This is an optimization exercise on Yosys and OpenROAD, whose aim is small area, a short achievable clock period and few clock cycles per item, not a production implementation. Function was not checked in any run shown here: the RTL went through the layout flow alone.

## flow/design.v (module list and top-level ports; edited modules follow where they fit)
// module arr_mult_fa: 10 lines
// module arr_mult_ha: 9 lines
// module arr_mult_hold: 9 lines
// module arr_multiplier_pipe: 3449 lines
module arr_multiplier_pipe #(
  parameter int INPUT_BIT_SIZE = 32,
  parameter int STAGES         = 4
) (
  input  logic                          Clk,
  input  logic                          Reset,
  input  logic                          InValid,
  output logic                          InReady,
  input  logic [INPUT_BIT_SIZE-1:0]     InA,
  input  logic [INPUT_BIT_SIZE-1:0]     InB,
  input  logic                          Signed,
  output logic                          OutValid,
  input  logic                          OutReady,
  output logic [2*INPUT_BIT_SIZE-1:0]   Out
);
  // ...
==> flow/flow/run.sh <==
#!/bin/bash
# The standard layout (standard.sh), with three changes to how it is made:
#  - the input and output ports get sky130_fd_sc_hd__buf_2 buffers instead of the
#    buffer the resizer picks on its own (a slow delay cell);
#  - the resizer's timing repair aims for SETUP_SLACK_MARGIN ns of setup slack, so it
#    works on the paths that set the achieved period, not only on violations;
#  - clock tree synthesis adds no dummy loads (same clustering as config.mk).
# The clock period, SDC and every other setting are the standard flow's. The make output goes to
# standard.log; each ORFS step keeps its own log under orfs/logs/.
set -euo pipefail
export SETUP_SLACK_MARGIN=18.15
export BUFFER_PORTS_ARGS="-buffer_cell sky130_fd_sc_hd__buf_2"
export CTS_ARGS="-sink_clustering_enable -repair_clock_nets -dont_use_dummy_load -sink_clustering_size 25 -sink_clustering_max_diameter 100"
bash standard.sh > standard.log 2>&1
==> flow/standard.sh <==
#!/bin/bash
# synth_recipe.tcl (not shown) runs the flow's synth.tcl, then flattens the netlist and writes it again
# the make line also repeats each setting of config.mk as NAME=value (left out here)
make -C /OpenROAD-flow-scripts/flow DESIGN_CONFIG=/design/flow/config.mk WORK_HOME=/design/flow/orfs CLKGATE_MAP_FILE= SYNTH_SCRIPT=/design/flow/synth_recipe.tcl "${@:-finish}"
==> flow/config.mk <==
export PLATFORM = sky130hd
export DESIGN_NAME = arr_multiplier_pipe
export DESIGN_NICKNAME = arr_multiplier_pipe
export VERILOG_FILES = /design/flow/design.v
export SDC_FILE = /design/flow/constraint.sdc
export NUM_CORES = 4
export LEC_CHECK = 0
export ABC_AREA = 1
export CAP_MARGIN = 20
export CORE_MARGIN = 2
export CORE_UTILIZATION = 50
export CTS_CLUSTER_DIAMETER = 100
export CTS_CLUSTER_SIZE = 25
export PLACE_DENSITY = 0.65
export SLEW_MARGIN = 20
export SYNTH_HIERARCHICAL = 1
export SYNTH_MINIMUM_KEEP_SIZE = 0
==> flow/constraint.sdc <==
create_clock -name core_clock -period 24.0 [get_ports {Clk}]
set_input_delay 4.8000 -clock core_clock [delete_from_list [all_inputs] [get_ports {Clk}]]
set_output_delay 4.8000 -clock core_clock [all_outputs]
set_load 0.01 [all_outputs]
==> run notes, run 1 <==
* Status: complete, no violations
* Largest net degree at the start of global routing at 130
* CP endpoint: InReady
* Sequential share of the synthesized area at 0.2424
* Inverters at 157
* Tapcells at 837
* WP data arrival at 1.08 ns
* Initial Util at 0.5067
* Quantity of I/O buffers inserted on ports at 134
* Worst Hold Launch: o_q[22]$_DFF_P_
* Met1 WL at 36850 microns
* H-tree Lvls at 1
* Final Hold Violating Endpoints at 0
* Synth Area per Inst at 10.32 sq um
* Worst path slowest cell: dfrtp_1
* Met1 track demand over resource at 0.4006
* Crit path largest cell delay at 0.38 ns
* #FFs+latches synth at 297
* Reg2reg end: m_x50$_DFFE_PN_
* CTS tree: yes
* Critical path launch point: q_vl2$_DFF_PN0_
* Die ar. at 64790 sq um
* Placement Cell Area at 32760 sq um
* Drt total wl at 104000 microns
* Post-CTS sizing at 42
* Post-synth cell types at 36
* Clock Sink Count at 297
* Multi-input combinational cell count at 2312
* Simple-gate share of the synthesized area at 0.06941
* Routed vias/inst at 6.501
* Final sequential cell count at 297
* Final setup viols at 0
* Chip width at 254.5 microns
* Final Skew at 0.05646 ns
* Post-route cell area at 33550 sq um
* Syn nets at 3701
* Met3 routed WL at 14340 microns
* Fmax at 169.9 MHz
* Utilization after layout at 0.5417
==> run 2: changes to the inputs <==
--- a/flow/design.v
+++ b/flow/design.v
@@ -25,25 +25,16 @@
   input  logic i_a,
   input  logic i_b,
   output logic o_s,
   output logic o_c
 );
   assign o_s = i_a ^ i_b;
   assign o_c = i_a & i_b;
 endmodule
-module arr_mult_hold (
-  input  logic i_en,
-  input  logic i_enb,
-  input  logic i_d,
-  input  logic i_q,
-  output logic o_d
-);
-  assign o_d = (i_en & i_d) | (i_enb & i_q);
-endmodule
 module arr_multiplier_pipe #(
   parameter int INPUT_BIT_SIZE = 32,
   parameter int STAGES         = 4
 ) (
   input  logic                          Clk,
   input  logic                          Reset,
   input  logic                          InValid,
   output logic                          InReady,
@@ -52,63 +43,52 @@
   input  logic                          Signed,
   output logic                          OutValid,
   input  logic                          OutReady,
   output logic [2*INPUT_BIT_SIZE-1:0]   Out
 );
   logic        en, o_en, q_vl, q_vl2;
   logic [63:0] q_q;
   logic        r_vl, o_vl;
-  logic        o_vl2;   
   logic        m_vl;
   logic [31:0] a;
   logic [31:0] b;
   logic        s;
   logic [63:0] prod, o_q;
   assign en      = !q_vl;
   assign o_en    = !o_vl || OutReady;
   assign InReady = !q_vl2;
-  logic [63:0] o_nxt;
-  logic [63:0] o_new;
-  logic        o_enb;
-  assign o_new = q_vl ? q_q : prod;
-  assign o_enb = o_vl && !OutReady;
-  for (genvar i = 0; i < 64; i++) begin : g_ohold
-    arr_mult_hold u_ohold (.i_en(o_en), .i_enb(o_enb), .i_d(o_new[i]), .i_q(o_q[i]), .o_d(o_nxt[i]));
-  end
   always_ff @(posedge Clk or negedge Reset) begin
     if (!Reset) begin
       r_vl <= 1'b0;
       o_vl <= 1'b0;
-      o_vl2 <= 1'b0;
       m_vl <= 1'b0;
       q_vl <= 1'b0;
       q_vl2 <= 1'b0;
     end else begin
       if (en) begin
         r_vl <= InValid;
         m_vl <= r_vl;
       end
       if (o_en) o_vl <= q_vl || m_vl;
-      o_vl2 <= q_vl || m_vl || (o_vl && !OutReady);
       q_vl  <= !o_en && (q_vl || m_vl);
       q_vl2 <= (o_vl && !OutReady && q_vl) || (o_vl && !OutReady && m_vl);
     end
   end
   always_ff @(posedge Clk) begin
     if (en) begin
       a <= InA;
       b <= InB;
       s <= Signed;
     end
     if (!q_vl) q_q <= prod;
-    o_q <= o_nxt;
+    if (o_en) o_q <= q_vl ? q_q : prod;
   end
   assign Out      = o_q;
-  assign OutValid = o_vl2;
+  assign OutValid = o_vl;
   logic [32:0] a33;
   logic [33:0] b34;
   logic [15:0] bone, btwo, bneg;
   logic        b16;
   assign a33 = {s & a[31], a};
   assign b34 = {s & b[31], b, 1'b0};
   for (genvar i = 0; i < 16; i++) begin : g_enc
     assign bone[i] = b34[2*i+1] ^ b34[2*i];
@@ -2334,61 +2314,61 @@
   arr_mult_fa u_s23 (.i_a(c16), .i_b(s21), .i_c(c18), .o_s(s23), .o_c(c24));
   arr_mult_fa u_s25 (.i_a(bneg[4]), .i_b(pp0_8), .i_c(pp1_6), .o_s(s25), .o_c(c26));
   arr_mult_fa u_s27 (.i_a(pp2_4), .i_b(pp3_2), .i_c(pp4_0), .o_s(s27), .o_c(c28));
   arr_mult_fa u_s29 (.i_a(c20), .i_b(s25), .i_c(s27), .o_s(s29), .o_c(c30));
   arr_mult_fa u_s31 (.i_a(c22), .i_b(s29), .i_c(c24), .o_s(s31), .o_c(c32));
   arr_mult_fa u_s33 (.i_a(pp0_9), .i_b(pp1_7), .i_c(pp2_5), .o_s(s33), .o_c(c34));
   arr_mult_fa u_s35 (.i_a(pp3_3), .i_b(pp4_1), .i_c(c26), .o_s(s35), .o_c(c36));
   arr_mult_fa u_s37 (.i_a(c28), .i_b(s33), .i_c(c30), .o_s(s37), .o_c(c38));
-  arr_mult_ha u_s39 (.i_a(s35), .i_b(s37), .o_s(s39), .o_c(c40));
+  arr_mult_fa u_s39 (.i_a(s35), .i_b(s37), .i_c(c32), .o_s(s39), .o_c(c40));
   arr_mult_fa u_s41 (.i_a(bneg[5]), .i_b(pp0_10), .i_c(pp1_8), .o_s(s41), .o_c(c42));
   arr_mult_fa u_s43 (.i_a(pp2_6), .i_b(pp3_4), .i_c(pp4_2), .o_s(s43), .o_c(c44));
   arr_mult_fa u_s45 (.i_a(pp5_0), .i_b(c34), .i_c(s41), .o_s(s45), .o_c(c46));
   arr_mult_fa u_s47 (.i_a(s43), .i_b(c36), .i_c(s45), .o_s(s47), .o_c(c48));
-  arr_mult_fa u_s49 (.i_a(c38), .i_b(s47), .i_c(c40), .o_s(s49), .o_c(c50));
+  arr_mult_ha u_s49 (.i_a(c38), .i_b(s47), .o_s(s49), .o_c(c50));
   arr_mult_fa u_s51 (.i_a(pp0_11), .i_b(pp1_9), .i_c(pp2_7), .o_s(s51), .o_c(c52));
   arr_mult_fa u_s53 (.i_a(pp3_5), .i_b(pp4_3), .i_c(pp5_1), .o_s(s53), .o_c(c54));
   arr_mult_fa u_s55 (.i_a(c42), .i_b(c44), .i_c(s51), .o_s(s55), .o_c(c56));
   arr_mult_fa u_s57 (.i_a(s53), .i_b(c46), .i_c(s55), .o_s(s57), .o_c(c58));
   arr_mult_fa u_s59 (.i_a(c48), .i_b(s57), .i_c(c50), .o_s(s59), .o_c(c60));
   arr_mult_fa u_s61 (.i_a(bneg[6]), .i_b(pp0_12), .i_c(pp1_10), .o_s(s61), .o_c(c62));
   arr_mult_fa u_s63 (.i_a(pp2_8), .i_b(pp3_6), .i_c(pp4_4), .o_s(s63), .o_c(c64));
   arr_mult_fa u_s65 (.i_a(pp5_2), .i_b(pp6_0), .i_c(c52), .o_s(s65), .o_c(c66));
   arr_mult_fa u_s67 (.i_a(c54), .i_b(s61), .i_c(s63), .o_s(s67), .o_c(c68));
   arr_mult_fa u_s69 (.i_a(c56), .i_b(s65), .i_c(s67), .o_s(s69), .o_c(c70));
   arr_mult_fa u_s71 (.i_a(c58), .i_b(s69), .i_c(c60), .o_s(s71), .o_c(c72));
   arr_mult_fa u_s73 (.i_a(pp0_13), .i_b(pp1_11), .i_c(pp2_9), .o_s(s73), .o_c(c74));
   arr_mult_fa u_s75 (.i_a(pp3_7), .i_b(pp4_5), .i_c(pp5_3), .o_s(s75), .o_c(c76));
   arr_mult_fa u_s77 (.i_a(pp6_1), .i_b(c62), .i_c(c64), .o_s(s77), .o_c(c78));
   arr_mult_fa u_s79 (.i_a(s73), .i_b(s75), .i_c(c66), .o_s(s79), .o_c(c80));
   arr_mult_fa u_s81 (.i_a(c68), .i_b(s77), .i_c(s79), .o_s(s81), .o_c(c82));
-  arr_mult_ha u_s83 (.i_a(c70), .i_b(s81), .o_s(s83), .o_c(c84));
+  arr_mult_fa u_s83 (.i_a(c70), .i_b(s81), .i_c(c72), .o_s(s83), .o_c(c84));
   arr_mult_fa u_s85 (.i_a(bneg[7]), .i_b(pp0_14), .i_c(pp1_12), .o_s(s85), .o_c(c86));
   arr_mult_fa u_s87 (.i_a(pp2_10), .i_b(pp3_8), .i_c(pp4_6), .o_s(s87), .o_c(c88));
   arr_mult_fa u_s89 (.i_a(pp5_4), .i_b(pp6_2), .i_c(pp7_0), .o_s(s89), .o_c(c90));
   arr_mult_fa u_s91 (.i_a(c74), .i_b(c76), .i_c(s85), .o_s(s91), .o_c(c92));
   arr_mult_fa u_s93 (.i_a(s87), .i_b(s89), .i_c(c78), .o_s(s93), .o_c(c94));
   arr_mult_fa u_s95 (.i_a(s91), .i_b(c80), .i_c(s93), .o_s(s95), .o_c(c96));
   arr_mult_fa u_s97 (.i_a(c82), .i_b(s95), .i_c(c84), .o_s(s97), .o_c(c98));
   arr_mult_fa u_s99 (.i_a(pp0_15), .i_b(pp1_13), .i_c(pp2_11), .o_s(s99), .o_c(c100));
   arr_mult_fa u_s101 (.i_a(pp3_9), .i_b(pp4_7), .i_c(pp5_5), .o_s(s101), .o_c(c102));
   arr_mult_fa u_s103 (.i_a(pp6_3), .i_b(pp7_1), .i_c(c86), .o_s(s103), .o_c(c104));
   arr_mult_fa u_s105 (.i_a(c88), .i_b(c90), .i_c(s99), .o_s(s105), .o_c(c106));
   arr_mult_fa u_s107 (.i_a(s101), .i_b(c92), .i_c(s103), .o_s(s107), .o_c(c108));
   arr_mult_fa u_s109 (.i_a(s105), .i_b(c94), .i_c(s107), .o_s(s109), .o_c(c110));
-  arr_mult_fa u_s111 (.i_a(c96), .i_b(s109), .i_c(c98), .o_s(s111), .o_c(c112));
+  arr_mult_ha u_s111 (.i_a(c96), .i_b(s109), .o_s(s111), .o_c(c112));
   arr_mult_fa u_s113 (.i_a(bneg[8]), .i_b(pp0_16), .i_c(pp1_14), .o_s(s113), .o_c(c114));
   arr_mult_fa u_s115 (.i_a(pp2_12), .i_b(pp3_10), .i_c(pp4_8), .o_s(s115), .o_c(c116));
   arr_mult_fa u_s117 (.i_a(pp5_6), .i_b(pp6_4), .i_c(pp7_2), .o_s(s117), .o_c(c118));
   arr_mult_fa u_s119 (.i_a(pp8_0), .i_b(c100), .i_c(c102), .o_s(s119), .o_c(c120));
   arr_mult_fa u_s121 (.i_a(s113), .i_b(s115), .i_c(s117), .o_s(s121), .o_c(c122));
   arr_mult_fa u_s123 (.i_a(c104), .i_b(c106), .i_c(s119), .o_s(s123), .o_c(c124));
   arr_mult_fa u_s125 (.i_a(s121), .i_b(c108), .i_c(s123), .o_s(s125), .o_c(c126));
-  arr_mult_ha u_s127 (.i_a(c110), .i_b(s125), .o_s(s127), .o_c(c128));
+  arr_mult_fa u_s127 (.i_a(c110), .i_b(s125), .i_c(c112), .o_s(s127), .o_c(c128));
   arr_mult_fa u_s129 (.i_a(pp0_17), .i_b(pp1_15), .i_c(pp2_13), .o_s(s129), .o_c(c130));
   arr_mult_fa u_s131 (.i_a(pp3_11), .i_b(pp4_9), .i_c(pp5_7), .o_s(s131), .o_c(c132));
   arr_mult_fa u_s133 (.i_a(pp6_5), .i_b(pp7_3), .i_c(pp8_1), .o_s(s133), .o_c(c134));
   arr_mult_fa u_s135 (.i_a(c114), .i_b(c116), .i_c(c118), .o_s(s135), .o_c(c136));
   arr_mult_fa u_s137 (.i_a(s129), .i_b(s131), .i_c(s133), .o_s(s137), .o_c(c138));
   arr_mult_fa u_s139 (.i_a(c120), .i_b(c122), .i_c(s135), .o_s(s139), .o_c(c140));
   arr_mult_fa u_s141 (.i_a(s137), .i_b(c124), .i_c(s139), .o_s(s141), .o_c(c142));
   arr_mult_fa u_s143 (.i_a(c126), .i_b(s141), .i_c(c128), .o_s(s143), .o_c(c144));
@@ -2424,39 +2404,39 @@
   arr_mult_fa u_s203 (.i_a(pp3_15), .i_b(pp4_13), .i_c(pp5_11), .o_s(s203), .o_c(c204));
   arr_mult_fa u_s205 (.i_a(pp6_9), .i_b(pp7_7), .i_c(pp8_5), .o_s(s205), .o_c(c206));
   arr_mult_fa u_s207 (.i_a(pp9_3), .i_b(pp10_1), .i_c(c182), .o_s(s207), .o_c(c208));
   arr_mult_fa u_s209 (.i_a(c184), .i_b(c186), .i_c(c188), .o_s(s209), .o_c(c210));
   arr_mult_fa u_s211 (.i_a(s201), .i_b(s203), .i_c(s205), .o_s(s211), .o_c(c212));
   arr_mult_fa u_s213 (.i_a(c190), .i_b(c192), .i_c(s207), .o_s(s213), .o_c(c214));
   arr_mult_fa u_s215 (.i_a(s209), .i_b(s211), .i_c(c194), .o_s(s215), .o_c(c216));
   arr_mult_fa u_s217 (.i_a(s213), .i_b(c196), .i_c(s215), .o_s(s217), .o_c(c218));
-  arr_mult_ha u_s219 (.i_a(c198), .i_b(s217), .o_s(s219), .o_c(c220));
+  arr_mult_fa u_s219 (.i_a(c198), .i_b(s217), .i_c(c200), .o_s(s219), .o_c(c220));
   arr_mult_fa u_s221 (.i_a(bneg[11]), .i_b(pp0_22), .i_c(pp1_20), .o_s(s221), .o_c(c222));
   arr_mult_fa u_s223 (.i_a(pp2_18), .i_b(pp3_16), .i_c(pp4_14), .o_s(s223), .o_c(c224));
   arr_mult_fa u_s225 (.i_a(pp5_12), .i_b(pp6_10), .i_c(pp7_8), .o_s(s225), .o_c(c226));
   arr_mult_fa u_s227 (.i_a(pp8_6), .i_b(pp9_4), .i_c(pp10_2), .o_s(s227), .o_c(c228));
   arr_mult_fa u_s229 (.i_a(pp11_0), .i_b(c202), .i_c(c204), .o_s(s229), .o_c(c230));
   arr_mult_fa u_s231 (.i_a(c206), .i_b(s221), .i_c(s223), .o_s(s231), .o_c(c232));
   arr_mult_fa u_s233 (.i_a(s225), .i_b(s227), .i_c(c208), .o_s(s233), .o_c(c234));
   arr_mult_fa u_s235 (.i_a(c210), .i_b(c212), .i_c(s229), .o_s(s235), .o_c(c236));
   arr_mult_fa u_s237 (.i_a(s231), .i_b(c214), .i_c(s233), .o_s(s237), .o_c(c238));
   arr_mult_fa u_s239 (.i_a(s235), .i_b(c216), .i_c(s237), .o_s(s239), .o_c(c240));
-  arr_mult_fa u_s241 (.i_a(c218), .i_b(s239), .i_c(c220), .o_s(s241), .o_c(c242));
+  arr_mult_ha u_s241 (.i_a(c218), .i_b(s239), .o_s(s241), .o_c(c242));
   arr_mult_fa u_s243 (.i_a(pp0_23), .i_b(pp1_21), .i_c(pp2_19), .o_s(s243), .o_c(c244));
   arr_mult_fa u_s245 (.i_a(pp3_17), .i_b(pp4_15), .i_c(pp5_13), .o_s(s245), .o_c(c246));
   arr_mult_fa u_s247 (.i_a(pp6_11), .i_b(pp7_9), .i_c(pp8_7), .o_s(s247), .o_c(c248));
   arr_mult_fa u_s249 (.i_a(pp9_5), .i_b(pp10_3), .i_c(pp11_1), .o_s(s249), .o_c(c250));
   arr_mult_fa u_s251 (.i_a(c222), .i_b(c224), .i_c(c226), .o_s(s251), .o_c(c252));
   arr_mult_fa u_s253 (.i_a(c228), .i_b(s243), .i_c(s245), .o_s(s253), .o_c(c254));
   arr_mult_fa u_s255 (.i_a(s247), .i_b(s249), .i_c(c230), .o_s(s255), .o_c(c256));
   arr_mult_fa u_s257 (.i_a(c232), .i_b(s251), .i_c(s253), .o_s(s257), .o_c(c258));
   arr_mult_fa u_s259 (.i_a(c234), .i_b(c236), .i_c(s255), .o_s(s259), .o_c(c260));
   arr_mult_fa u_s261 (.i_a(s257), .i_b(c238), .i_c(s259), .o_s(s261), .o_c(c262));
-  arr_mult_ha u_s263 (.i_a(c240), .i_b(s261), .o_s(s263), .o_c(c264));
+  arr_mult_fa u_s263 (.i_a(c240), .i_b(s261), .i_c(c242), .o_s(s263), .o_c(c264));
   arr_mult_fa u_s265 (.i_a(bneg[12]), .i_b(pp0_24), .i_c(pp1_22), .o_s(s265), .o_c(c266));
   arr_mult_fa u_s267 (.i_a(pp2_20), .i_b(pp3_18), .i_c(pp4_16), .o_s(s267), .o_c(c268));
   arr_mult_fa u_s269 (.i_a(pp5_14), .i_b(pp6_12), .i_c(pp7_10), .o_s(s269), .o_c(c270));
   arr_mult_fa u_s271 (.i_a(pp8_8), .i_b(pp9_6), .i_c(pp10_4), .o_s(s271), .o_c(c272));
   arr_mult_fa u_s273 (.i_a(pp11_2), .i_b(pp12_0), .i_c(c244), .o_s(s273), .o_c(c274));
   arr_mult_fa u_s275 (.i_a(c246), .i_b(c248), .i_c(c250), .o_s(s275), .o_c(c276));
   arr_mult_fa u_s277 (.i_a(s265), .i_b(s267), .i_c(s269), .o_s(s277), .o_c(c278));
   arr_mult_fa u_s279 (.i_a(s271), .i_b(c252), .i_c(c254), .o_s(s279), .o_c(c280));
@@ -2539,17 +2519,17 @@
   arr_mult_fa u_s433 (.i_a(c396), .i_b(c398), .i_c(c400), .o_s(s433), .o_c(c434));
   arr_mult_fa u_s435 (.i_a(c402), .i_b(s421), .i_c(s423), .o_s(s435), .o_c(c436));
   arr_mult_fa u_s437 (.i_a(s425), .i_b(s427), .i_c(s429), .o_s(s437), .o_c(c438));
   arr_mult_fa u_s439 (.i_a(c404), .i_b(c406), .i_c(c408), .o_s(s439), .o_c(c440));
   arr_mult_fa u_s441 (.i_a(s431), .i_b(s433), .i_c(s435), .o_s(s441), .o_c(c442));
   arr_mult_fa u_s443 (.i_a(s437), .i_b(c410), .i_c(c412), .o_s(s443), .o_c(c444));
   arr_mult_fa u_s445 (.i_a(s439), .i_b(s441), .i_c(c414), .o_s(s445), .o_c(c446));
   arr_mult_fa u_s447 (.i_a(s443), .i_b(c416), .i_c(s445), .o_s(s447), .o_c(c448));
-  arr_mult_ha u_s449 (.i_a(c418), .i_b(s447), .o_s(s449), .o_c(c450));
+  arr_mult_fa u_s449 (.i_a(c418), .i_b(s447), .i_c(c420), .o_s(s449), .o_c(c450));
   arr_mult_fa u_s451 (.i_a(pp0_31), .i_b(pp1_29), .i_c(pp2_27), .o_s(s451), .o_c(c452));
   arr_mult_fa u_s453 (.i_a(pp3_25), .i_b(pp4_23), .i_c(pp5_21), .o_s(s453), .o_c(c454));
   arr_mult_fa u_s455 (.i_a(pp6_19), .i_b(pp7_17), .i_c(pp8_15), .o_s(s455), .o_c(c456));
   arr_mult_fa u_s457 (.i_a(pp9_13), .i_b(pp10_11), .i_c(pp11_9), .o_s(s457), .o_c(c458));
   arr_mult_fa u_s459 (.i_a(pp12_7), .i_b(pp13_5), .i_c(pp14_3), .o_s(s459), .o_c(c460));
   arr_mult_fa u_s461 (.i_a(pp15_1), .i_b(c422), .i_c(c424), .o_s(s461), .o_c(c462));
   arr_mult_fa u_s463 (.i_a(c426), .i_b(c428), .i_c(c430), .o_s(s463), .o_c(c464));
   arr_mult_fa u_s465 (.i_a(s451), .i_b(s453), .i_c(s455), .o_s(s465), .o_c(c466));
@@ -2603,17 +2583,17 @@
   arr_mult_fa u_s557 (.i_a(c520), .i_b(c522), .i_c(s543), .o_s(s557), .o_c(c558));
   arr_mult_fa u_s559 (.i_a(s545), .i_b(s547), .i_c(s549), .o_s(s559), .o_c(c560));
   arr_mult_fa u_s561 (.i_a(s551), .i_b(c524), .i_c(c526), .o_s(s561), .o_c(c562));
   arr_mult_fa u_s563 (.i_a(c528), .i_b(s553), .i_c(s555), .o_s(s563), .o_c(c564));
   arr_mult_fa u_s565 (.i_a(s557), .i_b(s559), .i_c(c530), .o_s(s565), .o_c(c566));
   arr_mult_fa u_s567 (.i_a(c532), .i_b(c534), .i_c(s561), .o_s(s567), .o_c(c568));
   arr_mult_fa u_s569 (.i_a(s563), .i_b(s565), .i_c(c536), .o_s(s569), .o_c(c570));
   arr_mult_fa u_s571 (.i_a(s567), .i_b(c538), .i_c(s569), .o_s(s571), .o_c(c572));
-  arr_mult_ha u_s573 (.i_a(c540), .i_b(s571), .o_s(s573), .o_c(c574));
+  arr_mult_fa u_s573 (.i_a(c540), .i_b(s571), .i_c(c542), .o_s(s573), .o_c(c574));
   arr_mult_fa u_s575 (.i_a(pp16_3), .i_b(pp1_33), .i_c(pp2_31), .o_s(s575), .o_c(c576));
   arr_mult_fa u_s577 (.i_a(pp3_29), .i_b(pp4_27), .i_c(pp5_25), .o_s(s577), .o_c(c578));
   arr_mult_fa u_s579 (.i_a(pp6_23), .i_b(pp7_21), .i_c(pp8_19), .o_s(s579), .o_c(c580));
   arr_mult_fa u_s581 (.i_a(pp9_17), .i_b(pp10_15), .i_c(pp11_13), .o_s(s581), .o_c(c582));
   arr_mult_fa u_s583 (.i_a(pp12_11), .i_b(pp13_9), .i_c(pp14_7), .o_s(s583), .o_c(c584));
   arr_mult_fa u_s585 (.i_a(pp15_5), .i_b(c544), .i_c(c546), .o_s(s585), .o_c(c586));
   arr_mult_fa u_s587 (.i_a(c548), .i_b(c550), .i_c(c552), .o_s(s587), .o_c(c588));
   arr_mult_fa u_s589 (.i_a(s575), .i_b(s577), .i_c(s579), .o_s(s589), .o_c(c590));
@@ -2868,55 +2848,51 @@
   logic m_x2;
   logic m_x3;
   logic m_x4;
   logic m_x5;
   logic m_x6;
   logic m_x7;
   logic m_x8;
   logic m_x9;
-  logic m_y9;
   logic m_x10;
+  logic m_y10;
   logic m_x11;
   logic m_x12;
   logic m_x13;
-  logic m_y13;
   logic m_x14;
   logic m_x15;
+  logic m_y15;
   logic m_x16;
-  logic m_y16;
   logic m_x17;
   logic m_x18;
   logic m_x19;
   logic m_y19;
   logic m_x20;
   logic m_x21;
-  logic m_y21;
   logic m_x22;
+  logic m_y22;
   logic m_x23;
-  logic m_y23;
   logic m_x24;
   logic m_x25;
   logic m_y25;
   logic m_x26;
   logic m_x27;
   logic m_y27;
   logic m_x28;
   logic m_x29;
   logic m_y29;
   logic m_x30;
-  logic m_y30;
   logic m_x31;
   logic m_y31;
   logic m_x32;
   logic m_y32;
   logic m_x33;
   logic m_y33;
   logic m_x34;
-  logic m_y34;
   logic m_x35;
   logic m_y35;
   logic m_x36;
   logic m_y36;
   logic m_x37;
   logic m_y37;
   logic m_x38;
   logic m_y38;
@@ -2967,56 +2943,52 @@
       m_x1 <= pp0_1;
       m_x2 <= s1;
       m_x3 <= s3;
       m_x4 <= s7;
       m_x5 <= s11;
       m_x6 <= s17;
       m_x7 <= s23;
       m_x8 <= s31;
-      m_x9 <= c32;
-      m_y9 <= s39;
-      m_x10 <= s49;
+      m_x9 <= s39;
+      m_x10 <= c40;
+      m_y10 <= s49;
       m_x11 <= s59;
       m_x12 <= s71;
-      m_x13 <= c72;
-      m_y13 <= s83;
+      m_x13 <= s83;
       m_x14 <= s97;
-      m_x15 <= s111;
-      m_x16 <= c112;
-      m_y16 <= s127;
+      m_x15 <= c98;
+      m_y15 <= s111;
+      m_x16 <= s127;
       m_x17 <= s143;
       m_x18 <= s161;
       m_x19 <= c162;
       m_y19 <= s179;
       m_x20 <= s199;
-      m_x21 <= c200;
-      m_y21 <= s219;
-      m_x22 <= s241;
-      m_x23 <= c242;
-      m_y23 <= s263;
+      m_x21 <= s219;
+      m_x22 <= c220;
+      m_y22 <= s241;
+      m_x23 <= s263;
       m_x24 <= s287;
       m_x25 <= c288;
       m_y25 <= s311;
       m_x26 <= s337;
       m_x27 <= c338;
       m_y27 <= s363;
       m_x28 <= s391;
       m_x29 <= c392;
       m_y29 <= s419;
-      m_x30 <= c420;
-      m_y30 <= s449;
+      m_x30 <= s449;
       m_x31 <= c450;
       m_y31 <= s479;
       m_x32 <= c480;
       m_y32 <= s509;
       m_x33 <= c510;
       m_y33 <= s541;
-      m_x34 <= c542;
-      m_y34 <= s573;
+      m_x34 <= s573;
       m_x35 <= c574;
       m_y35 <= s603;
       m_x36 <= c604;
       m_y36 <= s633;
       m_x37 <= c634;
       m_y37 <= s661;
       m_x38 <= c662;
       m_y38 <= s689;
@@ -3059,17 +3031,17 @@
       m_y61 <= s1045;
       m_x62 <= s1049;
       m_x63 <= c1050;
       m_y63 <= s1051;
     end
   end
   logic [63:0] sx, sy;
   assign sx = {m_x63, m_x62, m_x61, m_x60, m_x59, m_x58, m_x57, m_x56, m_x55, m_x54, m_x53, m_x52, m_x51, m_x50, m_x49, m_x48, m_x47, m_x46, m_x45, m_x44, m_x43, m_x42, m_x41, m_x40, m_x39, m_x38, m_x37, m_x36, m_x35, m_x34, m_x33, m_x32, m_x31, m_x30, m_x29, m_x28, m_x27, m_x26, m_x25, m_x24, m_x23, m_x22, m_x21, m_x20, m_x19, m_x18, m_x17, m_x16, m_x15, m_x14, m_x13, m_x12, m_x11, m_x10, m_x9, m_x8, m_x7, m_x6, m_x5, m_x4, m_x3, m_x2, m_x1, m_x0};
-  assign sy = {m_y63, 1'b0, m_y61, 1'b0, m_y59, 1'b0, m_y57, 1'b0, m_y55, 1'b0, m_y53, 1'b0, m_y51, 1'b0, m_y49, 1'b0, m_y47, 1'b0, m_y45, 1'b0, m_y43, m_y42, m_y41, m_y40, m_y39, m_y38, m_y37, m_y36, m_y35, m_y34, m_y33, m_y32, m_y31, m_y30, m_y29, 1'b0, m_y27, 1'b0, m_y25, 1'b0, m_y23, 1'b0, m_y21, 1'b0, m_y19, 1'b0, 1'b0, m_y16, 1'b0, 1'b0, m_y13, 1'b0, 1'b0, 1'b0, m_y9, 1'b0, 1'b0, 1'b0, 1'b0, 1'b0, 1'b0, 1'b0, 1'b0, m_y0};
+  assign sy = {m_y63, 1'b0, m_y61, 1'b0, m_y59, 1'b0, m_y57, 1'b0, m_y55, 1'b0, m_y53, 1'b0, m_y51, 1'b0, m_y49, 1'b0, m_y47, 1'b0, m_y45, 1'b0, m_y43, m_y42, m_y41, m_y40, m_y39, m_y38, m_y37, m_y36, m_y35, 1'b0, m_y33, m_y32, m_y31, 1'b0, m_y29, 1'b0, m_y27, 1'b0, m_y25, 1'b0, 1'b0, m_y22, 1'b0, 1'b0, m_y19, 1'b0, 1'b0, 1'b0, m_y15, 1'b0, 1'b0, 1'b0, 1'b0, m_y10, 1'b0, 1'b0, 1'b0, 1'b0, 1'b0, 1'b0, 1'b0, 1'b0, 1'b0, m_y0};
   logic [63:0] pg_g, pg_p, cy;
   assign pg_g = sx & sy;
   assign pg_p = sx ^ sy;
   logic pf_g1;
   assign pf_g1 = pg_g[1] | (pg_p[1] & pg_g[0]);
   logic pf_g2;
   assign pf_g2 = pg_g[3] | (pg_p[3] & pg_g[2]);
   logic pf_p2;
==> flow/flow/run.sh (replaced) <==
#!/bin/bash
# The standard layout, with two changes to how it is made:
#  - the input and output ports get sky130_fd_sc_hd__buf_2 buffers instead of the
#    buffer the resizer picks on its own (a slow delay cell);
#  - the resizer's timing repair aims for SETUP_SLACK_MARGIN ns of setup slack, so it
#    works on the paths that set the achieved period, not only on violations.
# The clock period, SDC and every other setting are the standard flow's.
set -euo pipefail
export SETUP_SLACK_MARGIN=${SETUP_SLACK_MARGIN_OVERRIDE:-18.0}
export BUFFER_PORTS_ARGS="-buffer_cell sky130_fd_sc_hd__buf_2"
export CTS_ARGS="-sink_clustering_enable -repair_clock_nets -dont_use_dummy_load -sink_clustering_size 25 -sink_clustering_max_diameter 100"
bash standard.sh > standard.log 2>&1
==> flow/config.mk (replaced) <==
export PLATFORM = sky130hd
export DESIGN_NAME = arr_multiplier_pipe
export DESIGN_NICKNAME = arr_multiplier_pipe
export VERILOG_FILES = /design/flow/design.v
export SDC_FILE = /design/flow/constraint.sdc
export NUM_CORES = 4
export LEC_CHECK = 0
export ABC_AREA = 1
export CAP_MARGIN = 20
export CORE_MARGIN = 2
export CORE_UTILIZATION = 40
export CTS_CLUSTER_DIAMETER = 100
export CTS_CLUSTER_SIZE = 25
export SLEW_MARGIN = 20
export SYNTH_HIERARCHICAL = 1
export SYNTH_MINIMUM_KEEP_SIZE = 0
==> run notes, run 2 <==
* WP data arrival at 6.22 ns (+5.14 ns)
* H-tree Lvls at 1 (unchanged)
* CP Class: register to register
* Unrepaired setup endpoints after global routing: false
* Fin crit share at 0.2468
* Post-synth EDFFs at 223
* Most used DFF post-synth: edfxtp_1
* Hold crit path type: register to register
* FILL cells at 7235
* Die Ht at 282.9 microns
* Status: complete, no violations
* Final Skew at 0.02248 ns (-0.03398 ns)
* Clock Latency Late Sink at 0.55 ns
* Starting DRT DRC Count at 2926
* CORE AREA at 77210 sq um
* Drt total wl at 103400 microns (-0.54%)
* Post-synth cell types at 38 (+5.6%)
* Slew @ Worst Pin at 0.9895 ns
* Biggest area consumer among synthesized cells: fa_1
* Initial antenna violation count at 0
* Routability cong. at 0.9598
* Most common cell after layout, fill and taps aside: xor2_1
* Sequential share of the synthesized area at 0.2605 (+0.01809)
* Crit path max fanout at 37
* Reg2reg end: m_x30$_DFFE_PN_
* Hold Path End: q_q[58]$_DFF_P_
* Crit end category: register
* Routed Antenna Nets at 0
* #FFs+latches synth at 292 (-1.7%)
* Synth top area cells: fa_1 32%, edfxtp_1 22%, xor2_1 15%
* Reg2Reg Depth at 15
* Num rows at 102
* Layout area overhead at 7.047%
* Clock Sink Count at 292 (-1.7%)
* DR vias at 23400
* YS warnings at 7
* Hold Path Depth at 2
* Rel. slew slack at 0.3404
* First-pass GRT wire length at 156100 microns
* Chip width at 282.9 microns (+11%)
* Max_cap viols at 0
* Final Hold Violating Endpoints at 0 (unchanged)
* Quantity of I/O buffers inserted on ports at 134 (unchanged)
* CTS Buf Count at 15
* R2r setup slk at 18.08 ns
* Setup ws final at 18.08 ns
* Initial Util at 0.4029 (-0.1038)
* Post-synth ARST share at 0.01712
* Seq. cell area at 8107 sq um
* Sum Neg Setup Slack at 0 ns
* Post-DP HPWL at 70250 microns
* Syn nets at 3500 (-5.4%)
* Clk slew on worst S/H paths at 0.09 ns
* Layout cells sized above 1 at 0.1092
* CTS Hold Bufs at 0
* Count leader, synth: xor2_1
* Utilization after layout at 0.4313 (-0.1104)
* Antenna cell count at 0
* Final setup viols at 0 (unchanged)
* Die ar. at 80020 sq um (+23%)
* Post-synth top area share at 0.3244
* Total gr overflow at 0
* Routed vias/inst at 6.090 (-6.3%)
* CTS root buffer: clkbuf_16
* Nets at 3460
* Number of global-route vias before repair at 24420
* Routed length per instance at 26.92 microns
* Most frequent cells in the layout: 519 x xor2_1, 504 x fa_1, 497 x o22ai_1
* Worst Hold Launch: q_q[58]$_DFF_P_
* Synth top cells by count: 519 x xor2_1, 504 x fa_1, 497 x o22ai_1
* Buffer depth of the longest clock path at 3
* I/O pin total at 135
* Pre-CTS setup slack at 17.69 ns
* CP required at 24.29 ns
* WHS at 0.4564 ns
* Reg2Reg Launch Point: b[13]$_DFFE_PN_
* Largest regs: o_q x64, q_q x64
* Synth Area per Inst at 10.94 sq um (+6.0%)
* Tmin final at 5.922 ns
* Multi-input gate area at 21510 sq um
* Gate Count Post-Synth at 2844
* Overall Global Routing Usage at 0.2608
* Fmax at 168.8 MHz (-0.64%)
* Mapped Area at 31110 sq um
* Largest net degree at the start of global routing at 113 (-13%)
* Crit start category: register
* TritonRoute pass-1 iters at 6
* Final Max Tran Viols at 0
* DRC viols at 0
* CTS tree: yes
run 2: cell count changes in the layout (fill, tap and decap cells not counted), moves of 4 or more:
cell / previous run / this run
a21oi_1: 24 / 19
buf_2: 119 / 134
buf_4: 80 / 65
buf_6: 28 / 11
dfxtp_1: 90 / 64
dfxtp_2: 38 / 0
edfxtp_1: 163 / 223
ha_1: 90 / 83
inv_1: 145 / 136
inv_2: 5 / 14
inv_4: 1 / 8
nand2_1: 446 / 262
o21ai_4: 16 / 20
run 2: worst max path at each step:
stage | startpoint | to | slack, ns | cells after the start
after floorplan | OutReady | o_q[0]$_DFFE_PP_ | 18.30 | 2
after global placement | OutReady | o_q[61]$_DFFE_PP_ | 17.68 | 4
after detailed placement | OutReady | o_q[61]$_DFFE_PP_ | 17.69 | 4
after CTS | b[13]$_DFFE_PN_ | m_y37$_DFFE_PN_ | 17.99 | 12
after global routing | b[5]$_DFFE_PN_ | m_x34$_DFFE_PN_ | 18.00 | 14
final | b[13]$_DFFE_PN_ | m_x30$_DFFE_PN_ | 18.08 | 15
run 2: critical path, cell delays in order (launching register included):
cell,delay [ns]
edfxtp_1,0.33
buf_4,0.53
inv_1,0.37
nand2_1,0.31
o21ai_4,0.10
buf_12,0.17
o22ai_1,0.16
xor2_1,0.21
fa_1,0.48
fa_1,0.46
fa_1,0.47
fa_1,0.40
fa_1,0.52
fa_1,0.42
ha_1,0.21
fa_1,0.42
run 2: per-module statistics from Yosys (local to each module, per instance):
module | flip-flops and latches | cells
arr_mult_fa | 0 | 1
arr_multiplier_pipe | 292 | 2334
arr_mult_ha | 0 | 1
run 2: per-stage QoR:
stage	cell area [sq um]	cells
after global routing	33300	3842
after global placement	32600	3809
final	33300	3842
after detailed placement	32600	3809
after CTS	33080	3832
after floorplan	31110	2844
run 2: cells by family after synthesis:
group | share of synthesized area
AOI/OAI and AO/OA | 0.1243
adders and majority gates | 0.3577
xor gates and xnor gates | 0.1532
buffers and inverters | 0.05691
and+or+nand+nor | 0.04742
DFF | 0.2605
run 2: timing repair:
item / CTS / global route
gates resized for setup: 9 / 29
endpoints found under the setup margin: 13 / 35
pin swaps: 5 / 3
setup buffers: 2 / 10
cloned: 6 / 0
run 2: cell type report:
class	count	area share
tap	1040	0.03908
timing repair inverter	1	0.0002254
multi-input combinational	2118	0.6459
sequential	292	0.2434
timing repair buffer	214	0.04092
inverter	162	0.01920
clock buffer	15	0.01127
run 2: per-layer routing:
metal,GRT usage,vias to the layer above,wire length (microns),part of all wire
li1,-,9574,-,-
met1,0.3547,11740,40480,0.39
met2,0.3857,1747,44620,0.43
met3,0.06323,339,12200,0.12
met4,0.1384,0,6133,0.059
met5,0,-,0,0

what the ideal ports hide:
Ports are ideal in the flow. The routed layouts listed here were re-timed in OpenROAD. Step 1 (the two cells are an assumption about what drives the block):
set clk [get_ports {Clk}]
set_driving_cell -lib_cell sky130_fd_sc_hd__clkbuf_16 $clk
set_driving_cell -lib_cell sky130_fd_sc_hd__buf_2 [delete_from_list [all_inputs] $clk]
Step 2 moves the port delays by t, midway between the first and last clock arrival at a register: inputs arrive t later, outputs are due t later. That takes back most of the time a late clock gives input paths. a / b / c = no drivers / after step 1 / after step 2; a / b = the first two.
run	t (ns)	setup WS [ns]	hold slack, ns	worst setup path at the end	worst slew at a driven data input, ns
run 1	0.583	18.115 / 18.054 / 17.813	0.435 / 0.435 / 0.435	input to register	0.06
run 2	0.602	18.077 / 18.012 / 17.705	0.456 / 0.456 / 0.456	input to register	0.06
After both steps every run listed still meets setup and hold. The setup slack of run 2, which loses most, moves by -0.065 ns with the drivers and by -0.372 ns with both steps.
